Context: an optimization exercise on an open-source flow, tuned for small area and a short achievable clock period. The choices shown serve that exercise and are no tape-out recipe.
The RTL was checked by simulation tests, not by an equivalence proof against the original design.
Power is estimated from default activity; no workload was simulated.

==> design.v <==
module batch_dispatcher #(
   parameter int MAX_DEPENDENCIES = 256,
   parameter int MAX_BATCH_SIZE   = 8,
   parameter int SLOT_W           = 3,
   parameter int WATCHDOG_CYCLES  = 1024
) (
   input  logic                        clk,
   input  logic                        rst,
   input  logic                        s_axis_tvalid,
   output logic                        s_axis_tready,
   input  logic [63:0]                 s_axis_tdata_owner_programID,
   input  logic [MAX_DEPENDENCIES-1:0] s_axis_tdata_read_dependencies,
   input  logic [MAX_DEPENDENCIES-1:0] s_axis_tdata_write_dependencies,
   input  logic                        batch_end,
   output logic                        d_valid,
   input  logic                        d_ready,
   output logic [63:0]                 d_programID,
   output logic [SLOT_W-1:0]           d_slot,
   input  logic                        done_valid,
   input  logic [SLOT_W-1:0]           done_slot,
   output logic [MAX_DEPENDENCIES-1:0] batch_read_mask,
   output logic [MAX_DEPENDENCIES-1:0] batch_write_mask,
   output logic                        batch_retired,
   output logic                        completion_error,
   output logic                        watchdog_timeout,
   output logic [15:0]                 batches_retired,
   output logic [15:0]                 txns_dispatched
);
   if (MAX_BATCH_SIZE < 2 || MAX_BATCH_SIZE != (1 << SLOT_W) || WATCHDOG_CYCLES < 2)
   begin : g_param_check
      $error("batch_dispatcher: inconsistent parameters");
   end
   localparam int WD_W = $clog2(WATCHDOG_CYCLES);
   localparam int NB   = MAX_BATCH_SIZE;
   typedef enum logic [1:0] {
      PH_COLLECT  = 2'd0,
      PH_DISPATCH = 2'd1,
      PH_WAIT     = 2'd2,
      PH_RETIRE   = 2'd3
   } phase_t;
   phase_t                      ph;
   logic                        coll_n, rt_q;
   phase_t                      ph_next;
   logic                        o_tready_n, o_dvalid, o_retired;
   logic [SLOT_W-1:0]           cnt;
   logic                        cnt_z, cnt_f, last_q;
   logic [NB-1:0]               nsel_next, wsel_next;
   logic [SLOT_W-1:0]           dptr;
   logic [NB-1:0]               nsel;
   logic [NB-1:0]               wsel;
   logic [NB-1:0]               wq, nq;
   logic                        cnt_nz;
   logic [NB-1:0]               outst;
   logic [63:0]                 id_buf [NB];
   logic [63:0]                 dpid;
   logic [MAX_DEPENDENCIES-1:0] rd_mask;
   logic [MAX_DEPENDENCIES-1:0] wr_mask;
   logic [15:0]                 batches_q;
   logic [15:0]                 txns_q;
   logic                        error_q;
   logic [WD_W-1:0]             wd_cnt;
   logic                        wd_timeout_q;
   logic          in_collect, in_dispatch, in_wait, in_retire;
   logic [NB-1:0] cur;
   logic          is_last;
   logic          beat_accept;
   logic          close_batch;
   logic          dispatch_fire;
   logic          last_dispatch;
   logic [NB-1:0] done_dec;
   logic [NB-1:0] only_one;
   logic          done_legal;
   logic          all_done_next;
   logic          wd_fire;
   logic          to_retire;
   logic [63:0]   rdata;
   logic          ld_in, ld_buf, ld_hold;
   assign in_collect  = !coll_n;
   assign in_dispatch = (ph == PH_DISPATCH);
   assign in_wait     = (ph == PH_WAIT);
   assign in_retire   = rt_q;
   assign nsel    = nq ^ NB'(1);
   assign wsel    = wq ^ NB'(1);
   assign cnt_z   = !cnt_nz;
   assign cur     = {nsel[0], nsel[NB-1:1]};
   assign is_last = last_q;
   assign beat_accept   = s_axis_tvalid && in_collect;
   assign close_batch   = in_collect &&
                          ((batch_end && (!cnt_z || s_axis_tvalid)) ||
                           (s_axis_tvalid && cnt_f));
   assign dispatch_fire = in_dispatch && d_ready;
   assign last_dispatch = dispatch_fire && is_last;
   always_comb begin
      done_dec = '0;
      done_dec[done_slot] = done_valid;
   end
   always_comb begin
      for (int i = 0; i < NB; i++)
         only_one[i] = (outst == NB'(1 << i));
   end
   assign done_legal    = done_valid && outst[done_slot] && !in_retire;
   assign all_done_next = done_valid && only_one[done_slot];
   assign wd_fire       = in_wait && !done_legal &&
                          (wd_cnt == WD_W'(WATCHDOG_CYCLES - 1));
   assign to_retire     = in_wait && (all_done_next || wd_fire);
   always_comb begin
      rdata = '0;
      for (int i = 0; i < NB; i++)
         rdata = rdata | ({64{nsel[i]}} & id_buf[i]);
   end
   assign ld_in   = close_batch && cnt_z;
   assign ld_buf  = (close_batch && !cnt_z) || (dispatch_fire && !is_last);
   assign ld_hold = in_dispatch && !d_ready;
   always_comb begin
      nsel_next = nsel;
      if (close_batch) nsel_next = NB'(2);
      if (dispatch_fire) nsel_next = is_last ? NB'(1) : {nsel[NB-2:0], nsel[NB-1]};
      wsel_next = wsel;
      if (close_batch) wsel_next = '0;
      else if (beat_accept) wsel_next = {wsel[NB-2:0], wsel[NB-1]};
      if (in_retire) wsel_next = NB'(1);
   end
   always_comb begin
      ph_next = ph;
      if (close_batch)   ph_next = PH_DISPATCH;
      if (last_dispatch) ph_next = PH_WAIT;
      if (to_retire)     ph_next = PH_RETIRE;
      if (in_retire)     ph_next = PH_COLLECT;
   end
   always_ff @(posedge clk or posedge rst) begin
      if (rst) begin
         ph           <= PH_COLLECT;
         rt_q         <= 1'b0;
         coll_n       <= 1'b0;
         o_tready_n   <= 1'b0;
         o_dvalid     <= 1'b0;
         o_retired    <= 1'b0;
         cnt          <= '0;
         cnt_nz       <= 1'b0;
         cnt_f        <= 1'b0;
         last_q       <= 1'b0;
         dptr         <= '0;
         nq           <= '0;
         wq           <= '0;
         outst        <= '0;
         dpid         <= '0;
         batches_q    <= '0;
         txns_q       <= '0;
         error_q      <= 1'b0;
         wd_cnt       <= '0;
         wd_timeout_q <= 1'b0;
      end else begin
         if (done_valid && !done_legal) error_q <= 1'b1;
         if (wd_fire) wd_timeout_q <= 1'b1;
         rt_q <= to_retire;
         ph     <= ph_next;
         coll_n <= (ph_next != PH_COLLECT);
         if (close_batch) begin
            o_tready_n <= 1'b1;
            o_dvalid <= 1'b1;
         end
         if (last_dispatch) begin
            o_dvalid <= 1'b0;
         end
         if (to_retire) begin
            o_retired <= 1'b1;
         end
         if (in_retire) begin
            o_retired <= 1'b0;
            o_tready_n <= 1'b0;
            batches_q <= batches_q + 16'd1;
         end
         if (in_collect) begin
            if (close_batch) begin
               if (!s_axis_tvalid) cnt <= cnt - SLOT_W'(1);
               last_q <= s_axis_tvalid ? cnt_z : (cnt == SLOT_W'(1));
            end else if (s_axis_tvalid) begin
               cnt   <= cnt + SLOT_W'(1);
               cnt_nz <= 1'b1;
               cnt_f <= (cnt == SLOT_W'(NB - 2));
            end
         end else if (in_retire) begin
            cnt   <= '0;
            cnt_nz <= 1'b0;
            cnt_f <= 1'b0;
         end
         if (dispatch_fire) begin
            last_q <= !is_last && (dptr + SLOT_W'(1) == cnt);
         end
         if (dispatch_fire) begin
            dptr   <= is_last ? '0 : dptr + SLOT_W'(1);
            txns_q <= txns_q + 16'd1;
         end
         if (in_retire) begin
            outst <= '0;
         end else begin
            outst <= (outst & ~done_dec) | (cur & {NB{dispatch_fire}});
         end
         if (last_dispatch || (in_wait && done_legal)) begin
            wd_cnt <= WD_W'(1);
         end else if (in_wait) begin
            wd_cnt <= wd_cnt + WD_W'(1);
         end
         nq <= nsel_next ^ NB'(1);
         wq <= wsel_next ^ NB'(1);
         dpid <= ({64{ld_buf}}  & rdata) |
                 ({64{ld_in}}   & s_axis_tdata_owner_programID) |
                 ({64{ld_hold}} & dpid);
      end
   end
   always_ff @(posedge clk or posedge rst) begin
      if (rst) begin
         rd_mask <= '0;
         wr_mask <= '0;
      end else if (in_retire) begin
         rd_mask <= '0;
         wr_mask <= '0;
      end else if (beat_accept) begin
         rd_mask <= rd_mask | s_axis_tdata_read_dependencies;
         wr_mask <= wr_mask | s_axis_tdata_write_dependencies;
      end
   end
   always_ff @(posedge clk) begin
      for (int i = 0; i < NB; i++)
         if (wsel[i]) id_buf[i] <= s_axis_tdata_owner_programID;
   end
   assign s_axis_tready    = !o_tready_n;
   assign d_valid          = o_dvalid;
   assign d_slot           = dptr;
   assign d_programID      = dpid;
   assign batch_read_mask  = rd_mask;
   assign batch_write_mask = wr_mask;
   assign batch_retired    = o_retired;
   assign completion_error = error_q;
   assign watchdog_timeout = wd_timeout_q;
   assign batches_retired  = batches_q;
   assign txns_dispatched  = txns_q;
endmodule
==> flow/run.sh <==
#!/bin/bash
set -euo pipefail
bash standard.sh "BUFFER_PORTS_ARGS=-buffer_cell sky130_fd_sc_hd__buf_1" \
  "PRE_IO_PLACEMENT_TCL=$PWD/flow/pins.tcl" finish > standard.log 2>&1
==> flow/pins.tcl <==
# Keep each input bit's pin next to the output pin of the same bit.
for {set i 0} {$i < 256} {incr i} {
  set_io_pin_constraint -group -order -pin_names [list "s_axis_tdata_read_dependencies\[$i\]" "batch_read_mask\[$i\]"]
  set_io_pin_constraint -group -order -pin_names [list "s_axis_tdata_write_dependencies\[$i\]" "batch_write_mask\[$i\]"]
}
for {set i 0} {$i < 64} {incr i} {
  set_io_pin_constraint -group -order -pin_names [list "s_axis_tdata_owner_programID\[$i\]" "d_programID\[$i\]"]
}
==> standard.sh <==
#!/bin/bash
# synth_recipe.tcl (not shown) runs the flow's synth.tcl, then flattens the netlist and writes it again
# the make line also repeats each setting of config.mk as NAME=value (left out here)
make -C /OpenROAD-flow-scripts/flow DESIGN_CONFIG=/design/flow/config.mk WORK_HOME=/design/flow/orfs CLKGATE_MAP_FILE= SYNTH_SCRIPT=/design/flow/synth_recipe.tcl "${@:-finish}"
==> config.mk <==
export PLATFORM = sky130hd
export DESIGN_NAME = batch_dispatcher
export DESIGN_NICKNAME = batch_dispatcher
export VERILOG_FILES = /design/flow/design.v
export SDC_FILE = /design/flow/constraint.sdc
export NUM_CORES = 4
export LEC_CHECK = 0
export CAP_MARGIN = 20
export CORE_AREA = 10 10 470 470
export CTS_BUF_LIST = sky130_fd_sc_hd__clkbuf_8 sky130_fd_sc_hd__clkbuf_16
export CTS_CLUSTER_DIAMETER = 80
export CTS_CLUSTER_SIZE = 25
export DIE_AREA = 0 0 480 480
export SETUP_SLACK_MARGIN = 1.5
export SLEW_MARGIN = 20
==> constraint.sdc <==
create_clock -name core_clock -period 3.6 [get_ports {clk}]
set_input_delay 0.7200 -clock core_clock [delete_from_list [all_inputs] [get_ports {clk}]]
set_output_delay 0.7200 -clock core_clock [all_outputs]
set_load 0.01 [all_outputs]
==> summary.txt, run 1 <==
Outcome
  – Run status: complete, no violations

Timing
  – Maximum clock frequency: 0.470 GHz
  – Final period util: 0.591
  – Slew @ Worst Pin: just over 1 ns
  – Final Hold Viols: 0
  – Smallest hold slack: between 0.15 and 0.2 ns
  – Number of pins exceeding their max-slew limit in the final report: 0
  – Headroom to the max-slew limit: 0.307
  – Setup-violating endpoint count in the final report: 0
  – Setup skew after layout: slightly above 0.09 ns
  – Unrepaired setup endpoints after global routing: true
  – Min cycle time layout: between 2 and 2.5 ns
  – Total negative slack for setup checks: 0 ns

Global route
  – Number of global-route vias before repair: 30900
  – Busiest layer in global routing: met2
  – Global-route wire length before repair: 198000 um
  – GR Util All Layers: 0.108
  – Number of antenna violations at the first check in global routing: 15
  – M2 GR Usage: 0.185
  – Total congestion overflow after global routing: 0
  – Met3 GRT Util: 0.0242
  – Met1 Resource Use GR: 0.135
  – Pin count of the biggest net entering global routing: 145

Die
  – Die width: around 480 um
  – Overall die height: between 400 and 500 um
  – Row count: approximately 170
  – Area of the core: 210000 um2
  – Overall die area: 230000 um2
  – Initial core utilization: 0.202
  – I/O pin count: between 1000 and 1500

Yosys
  – Area fraction in compound gates after synthesis: 0.148
  – Library cell with the largest summed area after synthesis: dfrtp_1
  – Distinct cell type count of the synthesized netlist: 60
  – Post-Synthesis Mean Instance Area: between 10 and 15 um2
  – Adder and majority gate portion of the synthesized area: 0.00265
  – Count of state elements after synthesis: about 1200
  – Fraction of post-synthesis cell area in the top cell type by area: 0.389
  – Dominant combinational cell family by area after synthesis: compound AO/OA/AOI/OAI gates
  – Simple logic cell fraction of the synthesized area: 0.0655
  – Most area-consuming cells after synthesis: dfrtp_1, edfxtp_1, a21oi_1, nor2_1, a22oi_1
  – Seq/Total Area, Yosys: 0.752
  – XOR/XNOR share of the synthesized area: 0.00847
  – Summed instance area of the synthesized netlist: approximately 42000 um2
  – Share of synthesized registers carrying an async set or reset: 0.563
  – Count of flip-flops with a built-in enable after synthesis: a little over 500
  – Synth Net Count: around 3700
  – Number of instances in the synthesized netlist: 3110
  – Fraction of synthesized area in multiplexers: 0.00177
  – Count of synthesis-stage warnings from yosys: 2
  – Post-synth top flop: dfrtp_1

Placement
  – Number of instances in the placed design: 6979
  – Final estimated routing congestion in global placement: 0.826
  – Detailed placement HPWL: about 89000 um
  – Total of buffers placed on input and output ports: between 1000 and 1500
  – Instance area after placement: 50400 um2

Final layout
  – Post-route cell area: 54200 um2
  – Non-filler cells in the finished layout: slightly above 7000
  – Area growth, synth to finish: 27.7%
  – Most frequent cells in the layout: buf_1, dfrtp_1, nor2_1
  – Ratio of cells with drive above 1 in the final layout: 0.117
  – # nets final: between 4000 and 5000
  – Commonest non-fill, non-tap cell in the layout: buf_1

Power
  – Pwr/cell area: between 700 and 800 nW/um2
  – Overall power consumption: ~40 mW
  – Peak supply drop: approximately 450 uV
  – Leakage component of the power: around 19 nW

Clocking
  – Number of CTS-inserted buffers: 61
  – Sinks on the clock net: approximately 1200
  – H-tree levels: 2
  – Clock-pin slew on the worst setup and hold paths: about 0.1 ns
  – Deepest clock path buffer count: 3
  – CTS tree: done
  – Latest clock arrival within the worst-skew pair: 0.77 ns
  – Clock root buffer: clkbuf_16

Worst setup path
  – Crit path launch type: register
  – Largest incremental delay on the critical path: ~0.4 ns
  – Worst setup path category: register to output port
  – Required @ worst endpoint: ~2.9 ns
  – Capturing element type of the critical path: output port
  – Data arrival time of the worst path: ~1.4 ns
  – FF-to-FF Start: coll_n
  – Crit-path cells: clkbuf_4
  – Biggest fanout along the worst timing path: 2
  – Kind of cell adding the most delay to the critical path: flip-flops
  – Critical-path cell with the highest stage delay: dfrtp_1
  – Internal reg-to-reg setup slack: between 1.5 and 2 ns
  – Critical path origin: wd_timeout_q
  – Worst Path Buf+Inv: 1

Drt
  – Number of search-and-repair iterations in the first detailed-routing pass: 5
  – DR WL/cell: 18.9 um
  – Via count: between 30000 and 40000
  – Number of DRC markers after the initial detailed-route iteration: between 2000 and 2500
  – Residual antenna-violating net count after detailed routing: 0
  – Per-cell via count in the routed design: ~4.3
  – Post-route DRC violation count: 0
  – Aggregate routed wire length: 136000 um

Job
  – Max Cap Viol: 0

Worst hold path
  – Min-delay worst type: primary input to register
  – Launch instance of the worst min-delay path: s_axis_tdata_write_dependencies[209]
-- routing by layer --
metal / part of all wire / vias to the layer above
met3: 0.079 / 190
met4: 0.031 / 0
met5: 0 / -
met1: 0.40 / 15400
met2: 0.49 / 1246
li1: - / 13800
-- logic make-up (layout without fill, tap and decap cells) --
family                   Yosys count  after routing
AO/OA/AOI/OAI                    979            979
adder cells (fa/ha/maj)            9              9
flip-flops                      1172           1172
XOR/XNOR                          41             41
other                              0             11
AND/OR/NAND/NOR                  677            677
buffers and inverters            226           1483
multiplexers                       6              6
-- cells in the mapped netlist, drive strengths merged (7+ instances only) --
cell type / number
edfxtp: 512
a221o: 64
nor3: 7
buf: 80
a22o: 64
a31oi: 67
a22oi: 128
o21ai: 22
xor2: 10
a21oi: 539
nand3: 18
nand4: 7
nor2: 542
clkbuf: 127
a221oi: 64
inv: 19
o31ai: 9
nand2: 58
ha: 9
xnor2: 31
dfrtp: 660
-- where the power goes --
group          internal [mW]  switching (mW)  total (mW)
registers               17.9            2.36        20.2
clock network           3.56            4.63        8.19
logic                   4.75            7.75        12.5
-- stage by stage --
| stage | utilization | worst slack [ns] |
|---|---|---|
| 6_report | 0.258 | 1.47 |
| 5_1_grt | 0.258 | 1.39 |
| 4_1_cts | 0.256 | 1.16 |
| 3_5_place_dp | 0.240 | 0.969 |
| 3_3_place_gp | 0.240 | 1.04 |
| 2_1_floorplan | - | -6.14 |
-- cell type report --
class	count	area (um2)
clock buffer	65	1580
sequential	1172	31900
fill	21900	156000
clock inverter	48	514
tap	2805	3510
antenna	11	27.5
inverter	19	80.1
timing repair buffer	1351	6910
multi-input combinational	1712	9610
-- final timing paths --
check / end / cells past startpoint
worst min register to register: txns_q[15] / 1
worst max register to register: wr_mask[124] / 5
min in group asynchronous: rd_mask[231] / 3
max in group asynchronous: wr_mask[64] / 4
worst min-delay path: wr_mask[209] / 3
worst max-delay path: watchdog_timeout / 1
-- sequential cells by signal, indices dropped and copies added (netlist names), 2 cells and up --
name	flops
id_buf	512
rd_mask	256
wr_mask	256
dpid	64
batches_q	16
txns_q	16
wd_cnt	10
nq	8
outst	8
wq	8
cnt	3
dptr	3
ph	2
-- repair_timing --
action | in CTS | in global routing
endpoints found under the hold margin | 7 | 0
hold buffers | 1 | 0
gates resized for setup | 330 | 56
pin swaps | 1 | 0
setup buffers | 51 | 25
gates cloned | 2 | 1
endpoints found under the setup margin | 448 | 346
==> run 2: changes to the inputs <==
--- a/flow/pins.tcl
+++ b/flow/pins.tcl
@@ -6,3 +6,10 @@
 for {set i 0} {$i < 64} {incr i} {
   set_io_pin_constraint -group -order -pin_names [list "s_axis_tdata_owner_programID\[$i\]" "d_programID\[$i\]"]
 }
+# Keep the control and status pins together, so the control logic and its
+# output registers sit next to them.
+set ctl [list s_axis_tvalid s_axis_tready batch_end d_valid d_ready done_valid \
+  batch_retired completion_error watchdog_timeout]
+for {set i 0} {$i < 3} {incr i} { lappend ctl "d_slot\[$i\]" "done_slot\[$i\]" }
+for {set i 0} {$i < 16} {incr i} { lappend ctl "batches_retired\[$i\]" "txns_dispatched\[$i\]" }
+set_io_pin_constraint -region bottom:200-260 -pin_names $ctl
==> run 2 against run 1 <==
Net effect:
- via count fell by 0.30%
- largest power group unchanged
- core utilization hardly changed
- worst setup slack better by 0.0071 ns
- total power increased by 0.13%
- clock power barely moved
- final area shrank 0.18%
==> summary.txt, run 2 <==
Outcome
  – Run status: complete, no violations

Power
  – Pwr/cell area: around 760 nW/um2
  – Gate power share: 0.303
  – Clock network fraction of design power: 0.200
  – Peak supply drop: 447 uV
  – Overall power consumption: approximately 41 mW
  – Internal power consumption: approximately 26 mW
  – Switching Share: 0.360
  – Switching power summed over all nets: 14.7 mW
  – Leakage component of the power: 19.0 nW
  – Reg power frac: 0.497

Clocking
  – CTS tree: done
  – Sinks on the clock net: 1172
  – Clock-pin slew on the worst setup and hold paths: ~0.10 ns
  – Clock root buffer: clkbuf_16
  – Deepest clock path buffer count: 3
  – Number of CTS-inserted buffers: 61
  – Latest clock arrival within the worst-skew pair: about 0.78 ns
  – H-tree levels: 2

Drt
  – Detail Route met2 WL: between 60000 and 70000 um
  – Wire length the detailed router placed on met1: ~54000 um
  – Number of search-and-repair iterations in the first detailed-routing pass: 5
  – Post-route DRC violation count: 0
  – Residual antenna-violating net count after detailed routing: 0
  – Aggregate routed wire length: around 130000 um
  – Number of DRC markers after the initial detailed-route iteration: 2378
  – DR WL/cell: 18.8 um
  – Per-cell via count in the routed design: 4.26
  – Amount of wire on met3 after detailed routing: 9750 um
  – Uppermost routed layer: met5
  – Via count: about 31000

Timing
  – Min cycle time layout: roughly 2.1 ns
  – Setup skew after layout: about 0.11 ns
  – Final Hold Viols: 0
  – Slew @ Worst Pin: approximately 0.96 ns
  – Headroom to the max-slew limit: 0.361
  – Final period util: 0.589
  – Setup-violating endpoint count in the final report: 0
  – Post-layout worst setup margin: 1.48 ns
  – Number of pins exceeding their max-slew limit in the final report: 0
  – Maximum clock frequency: between 0.4 and 0.5 GHz
  – Unrepaired setup endpoints after global routing: true

Yosys
  – Post-Synthesis Mean Instance Area: 13.6 um2
  – Most area-consuming cells after synthesis: dfrtp_1, edfxtp_1, a21oi_1, nor2_1, a22oi_1
  – Synth top cells by count: dfrtp_1, nor2_1, a21oi_1, edfxtp_1, a22oi_1
  – Synth Net Count: between 3000 and 4000
  – Count of state elements after synthesis: 1172
  – Library cell with the largest summed area after synthesis: dfrtp_1
  – Seq/Total Area, Yosys: 0.752
  – Number of instances in the synthesized netlist: around 3100
  – Count of flip-flops with a built-in enable after synthesis: around 500
  – Distinct cell type count of the synthesized netlist: 60
  – Post-synth top flop: dfrtp_1
  – Library cell with the highest instance count after synthesis: dfrtp_1
  – Share of synthesized registers carrying an async set or reset: 0.563
  – Fraction of post-synthesis cell area in the top cell type by area: 0.389
  – Summed instance area of the synthesized netlist: 42400 um2
  – Count of synthesis-stage warnings from yosys: 2

Final layout
  – Area growth, synth to finish: 27.5%
  – Largest register FFs: 512
  – Sequential cell area: 31900 um2
  – Top register by number of flip-flops: id_buf
  – # nets final: 4897
  – Util after Layout: 0.257
  – Most frequent cells in the layout: buf_1, dfrtp_1, nor2_1
  – Area of the multi-input gates: between 9000 and 10000 um2
  – Registers with the most flip-flops: id_buf x512, rd_mask x256, wr_mask x256
  – Post-route cell area: ~54000 um2
  – Non-filler cells in the finished layout: 7169
  – Fill count: about 22000
  – Ratio of cells with drive above 1 in the final layout: 0.131
  – Commonest non-fill, non-tap cell in the layout: buf_1

Worst setup path
  – Capturing element type of the critical path: output port
  – Data arrival time of the worst path: around 1.4 ns
  – Critical-path cell with the highest stage delay: dfrtp_2
  – Worst Path Buf+Inv: 1
  – Biggest fanout along the worst timing path: 2
  – Largest incremental delay on the critical path: approximately 0.48 ns
  – Kind of cell adding the most delay to the critical path: flip-flops
  – Worst setup path category: register to output port
  – Crit path launch type: register
  – Crit-path cells: buf_6
  – Required @ worst endpoint: ~2.9 ns

Worst hold path
  – Min-delay worst type: primary input to register

Placement
  – Detailed placement HPWL: a little under 90000 um
  – Number of instances in the placed design: around 7000
  – Total of buffers placed on input and output ports: 1200
  – Worst slack, placed: approximately 0.9 ns
  – Instance area after placement: about 50000 um2
  – Final estimated routing congestion in global placement: 0.833

Die
  – Area of the core: around 210000 um2
  – Overall die height: 480 um
  – Die width: approximately 480 um
  – Initial core utilization: 0.202
  – Overall die area: approximately 230000 um2
  – I/O pin count: about 1200
  – Row count: 168

Global route
  – Number of antenna violations at the first check in global routing: 13
  – Total congestion overflow after global routing: 0
  – Global-route wire length before repair: 200000 um
  – GR Util All Layers: 0.109
  – Number of global-route vias before repair: around 32000
  – Pin count of the biggest net entering global routing: around 130

Job
  – Max Cap Viol: 0
[run 2: path summary, 6_finish.rpt]
kind	cells past startpoint	slack [ns]	to	from
worst max-delay path	1	1.48	d_programID[37]	dpid[37]
worst min-delay path	3	0.17	wr_mask[215]	s_axis_tdata_write_dependencies[215]
worst max register to register	6	1.59	dpid[1]	cnt_nz
worst min register to register	1	0.48	wd_timeout_q	wd_timeout_q
max in group asynchronous	4	1.84	rt_q	rst
min in group asynchronous	3	0.59	wr_mask[69]	rst
[run 2: power by group through the flow]
stage	clock, mW	combinational [mW]	sequential [mW]
after detailed placement	0	11.7	20.5
after floorplan	0	5.07	21.4
after global routing	8.97	13.7	20.8
after CTS	8.51	12.5	20.3
after global placement	0	11.5	20.4
final	8.20	12.4	20.4
[run 2: per-layer routing]
metal / global-route usage / vias up
met4: 0.0396 / 2
met2: 0.184 / 1157
met3: 0.0252 / 192
met5: 0 / -
met1: 0.135 / 15400
li1: - / 13800
[run 2: area by class of cell]
cell class / count / share of cell area
multi-input cells: 1712 / 0.178
inverters: 19 / 0.00143
repair buffers: 1337 / 0.126
clock buffers: 66 / 0.0297
clock inverters: 46 / 0.00886
diodes: 12 / 0.000555
flip-flops and latches: 1172 / 0.591
well taps: 2805 / 0.0649
[run 2: cells by family (layout without fill, tap and decap cells)]
group | Yosys count | in the layout | share of synthesized area
DFF | 1172 | 1172 | 0.752
xor gates and xnor gates | 41 | 41 | 0.00846
and+or+nand+nor | 677 | 677 | 0.0655
muxes | 6 | 6 | 0.00177
adders and majority gates | 9 | 9 | 0.00265
other | 0 | 12 | 0
buffers and inverters | 226 | 1468 | 0.0222
AOI/OAI and AO/OA | 979 | 979 | 0.148
[run 2: stage by stage]
stage / TNS (ns) / hold slack (ns)
finish: 0 / 0.167
global route: 0 / 0.121
CTS: 0 / 0.0883
detailed placement: 0 / 0.466
global placement: 0 / 0.448
floorplan: -4054.04 / 0.441
[run 2: timing repair]
action                                  CTS  global route
endpoints found under the setup margin  306           128
buffers inserted                         47             9
hold endpoints to repair                  2             0
gates resized for setup                 382            59
hold buffers                              1             0
[run 2: worst register-to-register path: stages, from the launching register on]
cell	delay (ns)
dfrtp_1	0.54
a21oi_4	0.23
nor3_2	0.09
a21oi_4	0.31
buf_12	0.35
a31oi_1	0.15
a221o_1	0.27
==> run 3: changes to the inputs <==
==> flow/run.sh (replaced) <==
#!/bin/bash
set -euo pipefail
bash standard.sh "BUFFER_PORTS_ARGS=-buffer_cell sky130_fd_sc_hd__buf_1" \
  "POST_GLOBAL_PLACE_TCL=$PWD/flow/outbuf.tcl" \
  "PRE_IO_PLACEMENT_TCL=$PWD/flow/pins.tcl" finish > standard.log 2>&1
==> flow/outbuf.tcl (new file) <==
# Output port buffers: buf_2 in place of the buf_1 that buffer_ports inserted.
set n 0
foreach inst [get_cells output*] {
  if {[get_property $inst ref_name] eq "sky130_fd_sc_hd__buf_1"} {
    replace_cell $inst sky130_fd_sc_hd__buf_2
    incr n
  }
}
puts "outbuf.tcl: resized $n output port buffers to buf_2"
--- a/config.mk
+++ b/config.mk
@@ -11,5 +11,5 @@
 export CTS_CLUSTER_DIAMETER = 80
 export CTS_CLUSTER_SIZE = 25
 export DIE_AREA = 0 0 480 480
-export SETUP_SLACK_MARGIN = 1.5
+export SETUP_SLACK_MARGIN = 1.6
 export SLEW_MARGIN = 20
==> run 3 against run 2 <==
Net effect:
- core utilization up 2.1 points
- via count is 5.1% higher
- worst setup slack gained 0.020 ns
- area after synthesis is the same
- clock power grew 7.7%
- first-iteration DRC count rose by 6.7%
- synthesized cell count is the same
- fmax up 0.94%
- sequential share of layout area fell by 4.4 points
- clock skew down 0.039 ns
- flip-flop and latch count unchanged
- critical endpoint is now d_programID[45]
- largest cell class unchanged
==> summary.txt, run 3 <==
Timing
  – Unrepaired setup endpoints after global routing: true
  – Slew @ Worst Pin: just under 1 ns
  – Final Hold Viols: 0
  – Setup skew after layout: slightly above 0.07 ns
  – Final period util: 0.583
  – Post-layout worst setup margin: roughly 1.5 ns
  – Headroom to the max-slew limit: 0.355
  – Setup-violating endpoint count in the final report: 0
  – Min cycle time layout: 2.10 ns
  – Maximum clock frequency: between 0.4 and 0.5 GHz
  – Number of pins exceeding their max-slew limit in the final report: 0
  – Total negative slack for setup checks: 0 ns
  – Smallest hold slack: 0.198 ns

Final layout
  – # nets final: slightly above 5000
  – Largest register FFs: 512
  – Post-route cell area: a little under 60000 um2
  – Top register by number of flip-flops: id_buf
  – Commonest non-fill, non-tap cell in the layout: dfrtp_1
  – Area growth, synth to finish: 37.9%
  – Most frequent cells in the layout: dfrtp_1, buf_1, nor2_1
  – Ratio of cells with drive above 1 in the final layout: 0.246
  – Util after Layout: 0.279
  – Registers with the most flip-flops: id_buf x512, rd_mask x256, wr_mask x256

Clocking
  – H-tree levels: 3
  – Clock root buffer: clkbuf_16
  – Clock-pin slew on the worst setup and hold paths: about 0.10 ns
  – Latest clock arrival within the worst-skew pair: 0.73 ns
  – CTS tree: done
  – Deepest clock path buffer count: 3
  – Sinks on the clock net: ~1200
  – Number of CTS-inserted buffers: 66

Yosys
  – Library cell with the highest instance count after synthesis: dfrtp_1
  – Distinct cell type count of the synthesized netlist: 60
  – Count of flip-flops with a built-in enable after synthesis: 512
  – Number of instances in the synthesized netlist: 3110
  – Summed instance area of the synthesized netlist: approximately 42000 um2
  – Synth top cells by count: dfrtp_1, nor2_1, a21oi_1, edfxtp_1, a22oi_1
  – Count of synthesis-stage warnings from yosys: 2
  – Post-Synthesis Mean Instance Area: around 14 um2
  – Synth Net Count: 3704
  – Library cell with the largest summed area after synthesis: dfrtp_1
  – Post-synth top flop: dfrtp_1
  – Most area-consuming cells after synthesis: dfrtp_1, edfxtp_1, a21oi_1, nor2_1, a22oi_1
  – Share of synthesized registers carrying an async set or reset: 0.563
  – Count of state elements after synthesis: roughly 1200
  – Fraction of post-synthesis cell area in the top cell type by area: 0.389
  – Seq/Total Area, Yosys: 0.752

Drt
  – Residual antenna-violating net count after detailed routing: 0
  – Number of search-and-repair iterations in the first detailed-routing pass: 5
  – Number of DRC markers after the initial detailed-route iteration: 2538
  – Uppermost routed layer: met4
  – Via count: around 32000
  – Aggregate routed wire length: between 100000 and 150000 um
  – Per-cell via count in the routed design: 4.34
  – DR WL/cell: 19.5 um
  – Post-route DRC violation count: 0
  – Amount of wire on met3 after detailed routing: roughly 12000 um
  – Wire length the detailed router placed on met1: 56100 um
  – Detail Route met2 WL: between 70000 and 80000 um

Worst setup path
  – Largest incremental delay on the critical path: 0.45 ns
  – Critical-path cell with the highest stage delay: dfrtp_1
  – Biggest fanout along the worst timing path: 2
  – Kind of cell adding the most delay to the critical path: flip-flops
  – Data arrival time of the worst path: roughly 1.4 ns
  – Worst setup path category: register to output port
  – Worst Path Buf+Inv: 1
  – Crit path launch type: register
  – Capturing element type of the critical path: output port
  – Required @ worst endpoint: approximately 2.9 ns
  – Crit-path cells: buf_2

Placement
  – Total of buffers placed on input and output ports: 1200
  – Instance area after placement: approximately 51000 um2
  – Detailed placement HPWL: ~90000 um
  – Worst slack, placed: ~0.97 ns

Worst hold path
  – Min-delay worst type: primary input to register

Die
  – Die width: roughly 480 um
  – Overall die area: between 200000 and 250000 um2
  – Overall die height: about 480 um
  – Area of the core: around 210000 um2
  – Row count: between 150 and 200
  – I/O pin count: between 1000 and 1500
  – Initial core utilization: 0.202

Global route
  – Total congestion overflow after global routing: 0
  – Number of global-route vias before repair: ~33000
  – Number of antenna violations at the first check in global routing: 12
  – Pin count of the biggest net entering global routing: 112
  – Global-route wire length before repair: between 200000 and 250000 um
  – GR Util All Layers: 0.114

Power
  – Pwr/cell area: just under 800 nW/um2
  – Peak supply drop: about 550 uV
  – Leakage component of the power: 21.6 nW

Outcome
  – Run status: complete, no violations

Job
  – Max Cap Viol: 0
==> run 3: cell counts after synthesis <==
No cell type changed its count.
==> run 3: worst paths after layout <==
kind | start | to | slack [ns] | depth (start not counted)
min reg2reg | rd_mask[105] | rd_mask[105] | 0.49 | 2
min in group asynchronous | rst | wr_mask[124] | 0.69 | 4
max in group asynchronous | rst | wq[6] | 1.85 | 5
min | s_axis_tdata_write_dependencies[213] | wr_mask[213] | 0.20 | 3
max reg2reg | wr_mask[37] | wr_mask[37] | 1.62 | 12
max | dpid[45] | d_programID[45] | 1.50 | 1
==> run 3: what timing repair did <==
action                                   CTS  global route
endpoints found under the setup margin  1000           911
gates cloned                               4             3
hold endpoints to repair                  14             0
setup buffers                            114           133
hold buffers                               1             0
resized for setup                        439           116
pin swaps                                  0             2
==> run 3: final cells by class <==
| type | count | area, um2 |
|---|---|---|
| Clock buffer | 67 | 1680 |
| Timing Repair Buffer | 1549 | 11000 |
| Sequential cell | 1172 | 32000 |
| Fill cell | 21500 | 152000 |
| Multi-Input combinational cell | 1712 | 9610 |
| Timing Repair inverter | 1 | 5.00 |
| Clock inverter | 48 | 657 |
| Antenna cell | 14 | 35.0 |
| Tap cell | 2805 | 3510 |
| Inverter | 19 | 78.8 |
==> run 3: layer usage <==
layer / global-route usage / vias to the layer above
met2: 0.191 / 1382
met4: 0.0409 / 0
li1: - / 14200
met5: 0 / -
met3: 0.0313 / 212
met1: 0.140 / 16300
==> run 3: cell families (layout without fill, tap and decap cells) <==
logic type      Yosys count  in the layout  synth area share
other cells               0             14                 0
mux                       6              6           0.00177
flops                  1172           1172             0.752
compound gates          979            979             0.148
simple gates            677            677            0.0655
xor+xnor                 41             41           0.00846
fa+ha+maj                 9              9           0.00265
buf+inv                 226           1684            0.0222
==> run 3: report_power, final <==
group | leakage (nW) | total, mW | switching, mW | internal (mW)
sequential | 11.5 | 20.5 | 2.64 | 17.9
clock | 1.18 | 8.83 | 4.88 | 3.95
combinational | 8.91 | 16.2 | 8.38 | 7.82
total | 21.6 | 45.6 | 15.9 | 29.7
==> run 3: per-stage QoR <==
step	std cells	total power, mW
after detailed placement	7003	32.9
after CTS	7237	44.4
after floorplan	3110	26.5
after global placement	7003	31.9
after global routing	7383	48.0
final	7387	45.6
==> run 4: changes to the inputs <==
--- a/config.mk
+++ b/config.mk
@@ -11,5 +11,5 @@
 export CTS_CLUSTER_DIAMETER = 80
 export CTS_CLUSTER_SIZE = 25
 export DIE_AREA = 0 0 480 480
-export SETUP_SLACK_MARGIN = 1.6
+export SETUP_SLACK_MARGIN = 1.5
 export SLEW_MARGIN = 20
==> run 4 against run 3 <==
Net effect:
- still clean on timing, DRC and antenna
- synthesized cell count stayed put
- critical path depth stayed put
- fmax is 2.1% higher
- core utilization is 2.0 points lower
- combinational power is 22% lower
- global-route usage is 0.43 points lower
- worst setup slack better by 0.044 ns
- via count is 4.6% lower
- flip-flop and latch count stayed put
- total power is 9.1% lower
- area after synthesis stayed put
- largest cell class unchanged
- highest routed layer is now met5
==> summary.txt, run 4 <==
Outcome
  – Run status: complete, no violations

Timing
  – Setup skew after layout: between 0.03 and 0.04 ns
  – Unrepaired setup endpoints after global routing: true
  – Slew @ Worst Pin: 0.995 ns
  – Setup-violating endpoint count in the final report: 0
  – Min cycle time layout: between 2 and 2.5 ns
  – Number of pins exceeding their max-slew limit in the final report: 0
  – Headroom to the max-slew limit: 0.337
  – Maximum clock frequency: 0.487 GHz
  – Smallest hold slack: 0.222 ns
  – Final Hold Viols: 0
  – Post-layout worst setup margin: 1.54 ns
  – Final period util: 0.571

Drt
  – Residual antenna-violating net count after detailed routing: 0
  – Aggregate routed wire length: ~140000 um
  – Number of search-and-repair iterations in the first detailed-routing pass: 5
  – Post-route DRC violation count: 0
  – Per-cell via count in the routed design: roughly 4.3
  – Number of DRC markers after the initial detailed-route iteration: ~2300
  – Via count: around 30000
  – DR WL/cell: approximately 19 um

Worst setup path
  – Worst Path Buf+Inv: 1
  – Critical-path cell with the highest stage delay: dfrtp_2
  – Biggest fanout along the worst timing path: 2
  – Data arrival time of the worst path: between 1 and 1.5 ns
  – Capturing element type of the critical path: output port
  – Crit-path cells: buf_6
  – Crit path launch type: register
  – Required @ worst endpoint: 2.88 ns
  – Kind of cell adding the most delay to the critical path: flip-flops
  – Largest incremental delay on the critical path: roughly 0.48 ns
  – Worst setup path category: register to output port

Placement
  – Worst slack, placed: 0.936 ns
  – Total of buffers placed on input and output ports: 1200
  – Detailed placement HPWL: 89600 um
  – Number of instances in the placed design: between 6000 and 7000

Final layout
  – Area of the multi-input gates: between 9000 and 10000 um2
  – Util after Layout: 0.258
  – Area growth, synth to finish: 27.8%
  – Largest register FFs: slightly above 500
  – Top register by number of flip-flops: id_buf
  – # nets final: 4882
  – Commonest non-fill, non-tap cell in the layout: dfrtp_1
  – Ratio of cells with drive above 1 in the final layout: 0.204
  – Sequential cell area: 31900 um2
  – Registers with the most flip-flops: id_buf x512, rd_mask x256, wr_mask x256
  – Most frequent cells in the layout: dfrtp_1, buf_1, buf_2
  – Fill count: roughly 22000
  – Non-filler cells in the finished layout: 7154

Global route
  – Total congestion overflow after global routing: 0
  – Pin count of the biggest net entering global routing: between 100 and 150
  – Number of antenna violations at the first check in global routing: 15
  – GR Util All Layers: 0.110
  – Number of global-route vias before repair: ~32000
  – Global-route wire length before repair: 200000 um

Yosys
  – Count of flip-flops with a built-in enable after synthesis: about 500
  – Count of state elements after synthesis: 1172
  – Synth Net Count: 3704
  – Library cell with the highest instance count after synthesis: dfrtp_1
  – Post-synth top flop: dfrtp_1
  – Most area-consuming cells after synthesis: dfrtp_1, edfxtp_1, a21oi_1, nor2_1, a22oi_1
  – Fraction of post-synthesis cell area in the top cell type by area: 0.389
  – Count of synthesis-stage warnings from yosys: 2
  – Share of synthesized registers carrying an async set or reset: 0.563
  – Number of instances in the synthesized netlist: 3110
  – Seq/Total Area, Yosys: 0.752
  – Distinct cell type count of the synthesized netlist: 60
  – Synth top cells by count: dfrtp_1, nor2_1, a21oi_1, edfxtp_1, a22oi_1
  – Summed instance area of the synthesized netlist: 42400 um2
  – Library cell with the largest summed area after synthesis: dfrtp_1
  – Post-Synthesis Mean Instance Area: approximately 14 um2

Die
  – Overall die area: roughly 230000 um2
  – Die width: 480 um
  – Area of the core: ~210000 um2
  – Overall die height: 480 um
  – Initial core utilization: 0.202
  – I/O pin count: ~1200
  – Row count: 168

Clocking
  – Latest clock arrival within the worst-skew pair: 0.72 ns
  – Number of CTS-inserted buffers: 66
  – Sinks on the clock net: approximately 1200
  – H-tree levels: 3
  – Clock-pin slew on the worst setup and hold paths: approximately 0.10 ns
  – Clock root buffer: clkbuf_16
  – Deepest clock path buffer count: 3
  – CTS tree: done

Power
  – Leakage component of the power: ~19 nW
  – Pwr/cell area: 764 nW/um2
  – Overall power consumption: a little over 40 mW
  – Peak supply drop: between 400 and 500 uV

Job
  – Max Cap Viol: 0

Worst hold path
  – Min-delay worst type: primary input to register
## run 4: cell count changes in the layout (fill, tap and decap cells not counted), moves of 6 or more
cell       before  now
buf_16          8    2
buf_2         210  567
buf_4         306   85
buf_6         413   47
clkinv_16       9    3
dfrtp_1       625  631
## run 4: kinds of logic (layout without fill, tap and decap cells)
family                     after synthesis  count (layout)  share of synthesized area
adders and majority gates                9               9                    0.00265
and+or+nand+nor                        677             677                     0.0655
muxes                                    6               6                    0.00177
AOI/OAI and AO/OA                      979             979                      0.148
xor gates and xnor gates                41              41                    0.00846
DFF                                   1172            1172                      0.752
other                                    0              12                          0
buffers and inverters                  226            1453                     0.0222
## run 4: report_power, final
group          leakage [nW]  internal (mW)  switching, mW  total [mW]
Combinational          6.76           5.02           7.66        12.7
Sequential             11.5           17.9           2.40        20.3
Clock                  1.11           3.68           4.81        8.49
## run 4: layer usage
| metal | track usage | routed length (um) | vias up |
|---|---|---|---|
| met5 | 0 | 13 | - |
| li1 | - | - | 13800 |
| met3 | 0.0278 | 10800 | 189 |
| met1 | 0.135 | 53400 | 15500 |
| met4 | 0.0389 | 4120 | 2 |
| met2 | 0.186 | 67600 | 1230 |
## run 4: final timing paths
| check | start | endpoint | slack, ns | depth (start not counted) |
|---|---|---|---|---|
| setup reg to reg | nq[5] | dpid[32] | 1.61 | 5 |
| setup / recovery | dpid[23] | d_programID[23] | 1.54 | 1 |
| max in group asynchronous | rst | rt_q | 1.87 | 4 |
| min in group asynchronous | rst | wr_mask[69] | 0.60 | 3 |
| hold reg to reg | wd_timeout_q | wd_timeout_q | 0.48 | 1 |
| hold / removal | s_axis_tdata_write_dependencies[9] | wr_mask[9] | 0.22 | 3 |
## run 4: timing repair
item / CTS / global route
pin swaps: 0 / 1
setup endpoints to repair: 163 / 65
hold endpoints to repair: 2 / 0
buffers inserted: 27 / 8
hold buffers: 1 / 0
gates resized for setup: 88 / 4
gates cloned: 0 / 1
## run 4: through the flow
stage / area, um2 / TNS (ns)
finish: 54200 / 0
detailed placement: 51300 / 0
CTS: 54100 / 0
floorplan: 42400 / -4054.04
global placement: 50600 / 0
global route: 54200 / 0
## run 4: cell type report
cell class	instances	area share
multi-input combinational	1712	0.177
timing repair buffer	1317	0.127
antenna	12	0.000554
sequential	1172	0.589
tap	2805	0.0647
inverter	19	0.00143
clock buffer	67	0.0307
clock inverter	50	0.00953
==> run 5: changes to the inputs <==
--- a/flow/outbuf.tcl
+++ b/flow/outbuf.tcl
@@ -7,3 +7,15 @@
   }
 }
 puts "outbuf.tcl: resized $n output port buffers to buf_2"
+# Control input port buffers (high fanout): buf_4 in place of buf_1.
+set m 0
+foreach p {s_axis_tvalid batch_end d_ready done_valid done_slot\[0\] done_slot\[1\] done_slot\[2\]} {
+  foreach pin [get_pins -of_objects [get_nets $p]] {
+    set inst [get_cells -of_objects $pin]
+    if {[get_property $inst ref_name] eq "sky130_fd_sc_hd__buf_1"} {
+      replace_cell $inst sky130_fd_sc_hd__buf_4
+      incr m
+    }
+  }
+}
+puts "outbuf.tcl: resized $m control input port buffers to buf_4"
--- a/config.mk
+++ b/config.mk
@@ -11,5 +11,5 @@
 export CTS_CLUSTER_DIAMETER = 80
 export CTS_CLUSTER_SIZE = 25
 export DIE_AREA = 0 0 480 480
-export SETUP_SLACK_MARGIN = 1.5
+export SETUP_SLACK_MARGIN = 1.55
 export SLEW_MARGIN = 20
==> run 5 against run 4 <==
Net effect:
- still clean on timing, DRC and antenna
- fmax shrank 0.66%
- clock skew grew 0.013 ns
- wire length grew 2.1%
- non-clock buffer count grew 120
- clock power grew 3.9%
- critical endpoint is now d_programID[62]
==> summary.txt, run 5 <==
Global route
  – GR Util All Layers: 0.110
  – Number of antenna violations at the first check in global routing: 10
  – Total congestion overflow after global routing: 0
  – M2 GR Usage: 0.188
  – Busiest layer in global routing: met2
  – Met3 GRT Util: 0.0263
  – Number of global-route vias before repair: between 30000 and 40000
  – Pin count of the biggest net entering global routing: between 100 and 150
  – Met1 Resource Use GR: 0.135
  – Global-route wire length before repair: between 200000 and 250000 um

Placement
  – Detailed placement HPWL: 89800 um
  – Instance area after placement: between 50000 and 60000 um2
  – Number of instances in the placed design: between 6000 and 7000
  – Total of buffers placed on input and output ports: 1200

Worst setup path
  – Crit path launch type: register
  – Crit-path cells: buf_6
  – Biggest fanout along the worst timing path: 2
  – Largest incremental delay on the critical path: 0.48 ns
  – Worst Path Buf+Inv: 1
  – Data arrival time of the worst path: approximately 1.4 ns
  – Critical path origin: dpid[62]
  – Required @ worst endpoint: 2.88 ns
  – Critical-path cell with the highest stage delay: dfrtp_2
  – Kind of cell adding the most delay to the critical path: flip-flops
  – FF-to-FF Start: cnt_nz
  – Capturing element type of the critical path: output port
  – Worst setup path category: register to output port

Worst hold path
  – Launch instance of the worst min-delay path: s_axis_tdata_read_dependencies[253]
  – Min-delay worst type: primary input to register

Final layout
  – Largest register FFs: between 500 and 600
  – Top register by number of flip-flops: id_buf
  – Post-route cell area: ~56000 um2
  – Non-filler cells in the finished layout: a little over 7000
  – # nets final: between 5000 and 6000
  – Registers with the most flip-flops: id_buf x512, rd_mask x256, wr_mask x256
  – Most frequent cells in the layout: dfrtp_1, buf_1, nor2_1
  – Commonest non-fill, non-tap cell in the layout: dfrtp_1
  – Area growth, synth to finish: 32.9%
  – Ratio of cells with drive above 1 in the final layout: 0.228

Clocking
  – H-tree levels: 3
  – Clock root buffer: clkbuf_16
  – Deepest clock path buffer count: 3
  – Latest clock arrival within the worst-skew pair: a little over 0.7 ns
  – Clock-pin slew on the worst setup and hold paths: roughly 0.10 ns
  – Sinks on the clock net: between 1000 and 1500
  – CTS tree: done
  – Number of CTS-inserted buffers: between 60 and 70

Timing
  – Number of pins exceeding their max-slew limit in the final report: 0
  – Final period util: 0.575
  – Final Hold Viols: 0
  – Maximum clock frequency: 0.483 GHz
  – Slew @ Worst Pin: about 0.97 ns
  – Setup skew after layout: about 0.053 ns
  – Min cycle time layout: 2.07 ns
  – Headroom to the max-slew limit: 0.352
  – Unrepaired setup endpoints after global routing: true
  – Setup-violating endpoint count in the final report: 0

Power
  – Pwr/cell area: a little under 800 nW/um2
  – Internal power consumption: ~28 mW
  – Clock network fraction of design power: 0.203
  – Gate power share: 0.327
  – Switching power summed over all nets: 15.3 mW
  – Leakage component of the power: just over 20 nW
  – Switching Share: 0.352
  – Reg power frac: 0.470
  – Peak supply drop: between 500 and 600 uV

Outcome
  – Run status: complete, no violations

Die
  – Overall die height: 480 um
  – Area of the core: between 200000 and 250000 um2
  – I/O pin count: between 1000 and 1500
  – Die width: roughly 480 um
  – Overall die area: 230000 um2
  – Initial core utilization: 0.202
  – Row count: about 170

Yosys
  – Count of synthesis-stage warnings from yosys: 2
  – Library cell with the highest instance count after synthesis: dfrtp_1
  – Most area-consuming cells after synthesis: dfrtp_1, edfxtp_1, a21oi_1, nor2_1, a22oi_1
  – Library cell with the largest summed area after synthesis: dfrtp_1
  – Seq/Total Area, Yosys: 0.752
  – Count of state elements after synthesis: 1172
  – Synth top cells by count: dfrtp_1, nor2_1, a21oi_1, edfxtp_1, a22oi_1
  – Summed instance area of the synthesized netlist: between 40000 and 50000 um2
  – Count of flip-flops with a built-in enable after synthesis: 512
  – Share of synthesized registers carrying an async set or reset: 0.563
  – Post-Synthesis Mean Instance Area: about 14 um2
  – Number of instances in the synthesized netlist: slightly above 3000
  – Distinct cell type count of the synthesized netlist: 60
  – Post-synth top flop: dfrtp_1
  – Synth Net Count: approximately 3700
  – Fraction of post-synthesis cell area in the top cell type by area: 0.389

Drt
  – Residual antenna-violating net count after detailed routing: 0
  – Post-route DRC violation count: 0
  – DR WL/cell: between 15 and 20 um
  – Aggregate routed wire length: approximately 140000 um
  – Number of search-and-repair iterations in the first detailed-routing pass: 7
  – Per-cell via count in the routed design: ~4.3
  – Number of DRC markers after the initial detailed-route iteration: between 2000 and 2500
  – Via count: about 31000

Job
  – Max Cap Viol: 0
[run 5: repair_timing]
| action | CTS | global route |
|---|---|---|
| setup buffers | 83 | 71 |
| pin swaps | 1 | 0 |
| gates cloned | 1 | 1 |
| hold buffers | 1 | 0 |
| resized for setup | 270 | 57 |
| setup endpoints to repair | 421 | 432 |
| hold endpoints to repair | 2 | 0 |
[run 5: layout make-up]
| type | count | area [um2] |
|---|---|---|
| antenna | 7 | 17.5 |
| clock buffer | 71 | 1720 |
| clock inverter | 46 | 603 |
| fill | 21700 | 154000 |
| inverter | 19 | 77.6 |
| multi-input combinational | 1712 | 9610 |
| sequential | 1172 | 31900 |
| tap | 2805 | 3510 |
| timing repair buffer | 1437 | 8920 |
[run 5: path summary, 6_finish.rpt]
| path | end | slack (ns) | cells after the start |
|---|---|---|---|
| worst max-delay path | d_programID[62] | 1.53 | 1 |
| worst min-delay path | rd_mask[253] | 0.22 | 3 |
| worst max register to register | dpid[14] | 1.63 | 7 |
| worst min register to register | wr_mask[187] | 0.49 | 2 |
| max in group asynchronous | rd_mask[135] | 1.82 | 5 |
| min in group asynchronous | wr_mask[69] | 0.62 | 3 |
[run 5: power by group through the flow]
| stage | combinational, mW | clock, mW | sequential (mW) |
|---|---|---|---|
| finish | 14.2 | 8.82 | 20.4 |
| detailed placement | 12.5 | 0 | 20.4 |
| global placement | 11.5 | 0 | 20.4 |
| global route | 15.5 | 9.57 | 20.8 |
| floorplan | 5.07 | 0 | 21.4 |
| CTS | 13.6 | 9.12 | 20.4 |
[run 5: metrics by stage]
step                      TNS (ns)  utilization  power, mW  hold slack, ns  setup slack (ns)
final                            0        0.269       43.5           0.217              1.53
after global placement           0        0.241       31.9           0.448             0.997
after floorplan           -4054.04            -       26.5           0.441             -6.14
after CTS                        0        0.264       43.1           0.109              1.42
after detailed placement         0        0.245       32.9           0.452              1.10
after global routing             0        0.269       45.9           0.158              1.46
[run 5: per-layer routing]
metal  vias up  routed length, um  share of wire
met3       202              10000          0.072
met5         -                  0              0
met2      1249              69200           0.50
met1     15900              54800           0.39
li1      14000                  -              -
met4         0               4820          0.035
[run 5: logic make-up after synthesis]
group           Yosys count  synth area share
compound gates          979             0.148
xor+xnor                 41           0.00846
fa+ha+maj                 9           0.00265
buf+inv                 226            0.0222
flops                  1172             0.752
mux                       6           0.00177
simple gates            677            0.0655
==> run 6: changes to the inputs <==
--- a/config.mk
+++ b/config.mk
@@ -11,5 +11,5 @@
 export CTS_CLUSTER_DIAMETER = 80
 export CTS_CLUSTER_SIZE = 25
 export DIE_AREA = 0 0 480 480
-export SETUP_SLACK_MARGIN = 1.55
+export SETUP_SLACK_MARGIN = 1.5
 export SLEW_MARGIN = 20
==> run 6 against run 5 <==
Net effect:
- clock-buffer cell count is the same
- highest routed layer unchanged
- sequential share of layout area grew 2.2 points
- via count shrank 2.0%
- core utilization fell by 0.99 points
- critical path depth is the same
- final area down 3.7%
- first-iteration DRC count shrank 2.5%
- fmax barely moved
- die area unchanged
==> summary.txt, run 6 <==
Timing
  – Post-layout worst setup margin: between 1.5 and 2 ns
  – Total negative slack for setup checks: 0 ns
  – Setup skew after layout: ~0.051 ns
  – Headroom to the max-slew limit: 0.357
  – Maximum clock frequency: ~0.48 GHz
  – Min cycle time layout: 2.07 ns
  – Number of pins exceeding their max-slew limit in the final report: 0
  – Slew @ Worst Pin: between 0.9 and 1 ns
  – Setup-violating endpoint count in the final report: 0
  – Final Hold Viols: 0
  – Final period util: 0.575
  – Unrepaired setup endpoints after global routing: true

Placement
  – Detailed placement HPWL: approximately 90000 um
  – Worst slack, placed: roughly 1.1 ns
  – Total of buffers placed on input and output ports: 1200
  – Number of instances in the placed design: between 6000 and 7000

Final layout
  – Registers with the most flip-flops: id_buf x512, rd_mask x256, wr_mask x256
  – Most frequent cells in the layout: dfrtp_1, buf_1, buf_2
  – Fill count: 21900
  – # nets final: slightly below 5000
  – Commonest non-fill, non-tap cell in the layout: dfrtp_1
  – Area growth, synth to finish: 28.0%
  – Ratio of cells with drive above 1 in the final layout: 0.206
  – Util after Layout: 0.259
  – Largest register FFs: between 500 and 600
  – Non-filler cells in the finished layout: 7149
  – Top register by number of flip-flops: id_buf

Yosys
  – Library cell with the highest instance count after synthesis: dfrtp_1
  – Synth Net Count: ~3700
  – Count of flip-flops with a built-in enable after synthesis: between 500 and 600
  – Count of state elements after synthesis: 1172
  – Distinct cell type count of the synthesized netlist: 60
  – Fraction of post-synthesis cell area in the top cell type by area: 0.389
  – Post-synth top flop: dfrtp_1
  – Share of synthesized registers carrying an async set or reset: 0.563
  – Count of synthesis-stage warnings from yosys: 2
  – Summed instance area of the synthesized netlist: 42400 um2
  – Post-Synthesis Mean Instance Area: 13.6 um2
  – Most area-consuming cells after synthesis: dfrtp_1, edfxtp_1, a21oi_1, nor2_1, a22oi_1
  – Number of instances in the synthesized netlist: 3110
  – Synth top cells by count: dfrtp_1, nor2_1, a21oi_1, edfxtp_1, a22oi_1
  – Seq/Total Area, Yosys: 0.752
  – Library cell with the largest summed area after synthesis: dfrtp_1

Die
  – I/O pin count: ~1200
  – Area of the core: 210000 um2
  – Die width: between 400 and 500 um
  – Initial core utilization: 0.202
  – Row count: between 150 and 200
  – Overall die area: around 230000 um2
  – Overall die height: 480 um

Drt
  – Post-route DRC violation count: 0
  – DR WL/cell: roughly 19 um
  – Residual antenna-violating net count after detailed routing: 0
  – Aggregate routed wire length: about 140000 um
  – Per-cell via count in the routed design: 4.29
  – Via count: a little over 30000
  – Number of DRC markers after the initial detailed-route iteration: 2422
  – Number of search-and-repair iterations in the first detailed-routing pass: 6

Worst setup path
  – Capturing element type of the critical path: output port
  – Worst setup path category: register to output port
  – Largest incremental delay on the critical path: 0.48 ns
  – Crit-path cells: buf_6
  – Kind of cell adding the most delay to the critical path: flip-flops
  – Worst Path Buf+Inv: 1
  – Data arrival time of the worst path: between 1 and 1.5 ns
  – Crit path launch type: register
  – Biggest fanout along the worst timing path: 2
  – Required @ worst endpoint: roughly 2.9 ns
  – Critical-path cell with the highest stage delay: dfrtp_2

Global route
  – Pin count of the biggest net entering global routing: between 100 and 150
  – Global-route wire length before repair: roughly 200000 um
  – Number of global-route vias before repair: 32000
  – Number of antenna violations at the first check in global routing: 10
  – GR Util All Layers: 0.109
  – Total congestion overflow after global routing: 0

Clocking
  – Clock root buffer: clkbuf_16
  – Clock-pin slew on the worst setup and hold paths: ~0.10 ns
  – CTS tree: done
  – H-tree levels: 3
  – Sinks on the clock net: around 1200
  – Number of CTS-inserted buffers: 66
  – Latest clock arrival within the worst-skew pair: 0.72 ns
  – Deepest clock path buffer count: 3

Power
  – Pwr/cell area: between 700 and 800 nW/um2
  – Leakage component of the power: roughly 20 nW
  – Overall power consumption: 41.7 mW
  – Peak supply drop: roughly 500 uV

Outcome
  – Run status: complete, no violations

Worst hold path
  – Min-delay worst type: primary input to register

Job
  – Max Cap Viol: 0
[run 6: stage by stage]
step,hold slack [ns],area [um2]
after floorplan,0.441,42400
after global placement,0.448,50600
after detailed placement,0.452,51400
after CTS,0.108,54200
after global routing,0.156,54300
final,0.225,54300
[run 6: path summary, 6_finish.rpt]
check | slack (ns) | to | from | cells after the start
hold / removal | 0.23 | rd_mask[171] | s_axis_tdata_read_dependencies[171] | 3
setup reg to reg | 1.64 | dpid[35] | nq[5] | 5
setup / recovery | 1.53 | d_programID[37] | dpid[37] | 1
min in group asynchronous | 0.60 | wr_mask[69] | rst | 3
max in group asynchronous | 1.85 | rd_mask[135] | rst | 5
hold reg to reg | 0.47 | wd_timeout_q | wd_timeout_q | 1
[run 6: repair_timing]
action,4_1_cts,5_1_grt
gates resized for setup,80,6
setup endpoints to repair,155,60
pin swaps,0,1
setup buffers,27,6
hold endpoints to repair,2,0
hold buffers,1,0
cloned,0,1
[run 6: area by class of cell]
class,count,area [um2],area share
flip-flops and latches,1172,31900,0.588
multi-input cells,1712,9610,0.177
repair buffers,1315,6840,0.126
well taps,2805,3510,0.0646
clock buffers,71,1720,0.0317
clock inverters,46,603,0.0111
inverters,19,77.6,0.00143
diodes,9,22.5,0.000415
[run 6: per-layer routing]
layer  up-vias  track usage  share of wire
li1      13700            -              -
met1     15600        0.134           0.39
met2      1168        0.186           0.50
met3       209       0.0268          0.076
met4         0       0.0406          0.036
met5         -            0              0
[run 6: logic make-up (layout without fill, tap and decap cells)]
family                   after synthesis  after routing  share of synthesized area
other                                  0              9                          0
adder cells (fa/ha/maj)                9              9                    0.00265
buffers and inverters                226           1451                     0.0222
multiplexers                           6              6                    0.00177
flip-flops                          1172           1172                      0.752
AND/OR/NAND/NOR                      677            677                     0.0655
AO/OA/AOI/OAI                        979            979                      0.148
XOR/XNOR                              41             41                    0.00846
[run 6: report_power, final]
group	switching [mW]	internal (mW)	total, mW
clock	4.84	3.97	8.81
sequential	2.38	17.9	20.2
combinational	7.67	4.99	12.7

==> separate check: timing with driven ports <==
In the flow no input, the clock included, has a driving cell. The finished layouts below were timed again as built, in two steps. Step 1 (the two cells are an assumption about what drives the block):
set clk [get_ports {clk}]
set_driving_cell -lib_cell sky130_fd_sc_hd__clkbuf_16 $clk
set_driving_cell -lib_cell sky130_fd_sc_hd__buf_2 [delete_from_list [all_inputs] $clk]
Step 2, shift: input delay + t, output delay - t, t = (earliest + latest rising clock arrival at the registers) / 2. This alone moves slack from input paths to output paths. a / b / c = no drivers / after step 1 / after step 2; a / b = the first two.
run	t, ns	setup WS [ns]	hold slack, ns	worst setup path after step 2	worst data-port slew with drivers (ns)
run 1	0.802	1.474 / 1.398 / 0.825	0.185 / 0.137 / 0.473	input to register	0.22
run 2	0.802	1.481 / 1.400 / 0.718	0.167 / 0.119 / 0.483	input to register	0.14
run 3	0.789	1.501 / 1.419 / 0.897	0.198 / 0.148 / 0.491	input to register	0.13
run 4	0.766	1.545 / 1.472 / 0.795	0.222 / 0.187 / 0.481	input to register	0.15
run 5	0.774	1.531 / 1.449 / 1.093	0.217 / 0.169 / 0.490	input, reset recovery	0.14
run 6	0.763	1.530 / 1.457 / 1.120	0.225 / 0.180 / 0.469	input, reset recovery	0.14
After both steps every run listed still meets setup and hold. For run 2, which loses most, drivers alone change the setup slack by -0.081 ns; drivers and shift together by -0.763 ns. The worst setup slack also covers recovery checks on asynchronous resets.
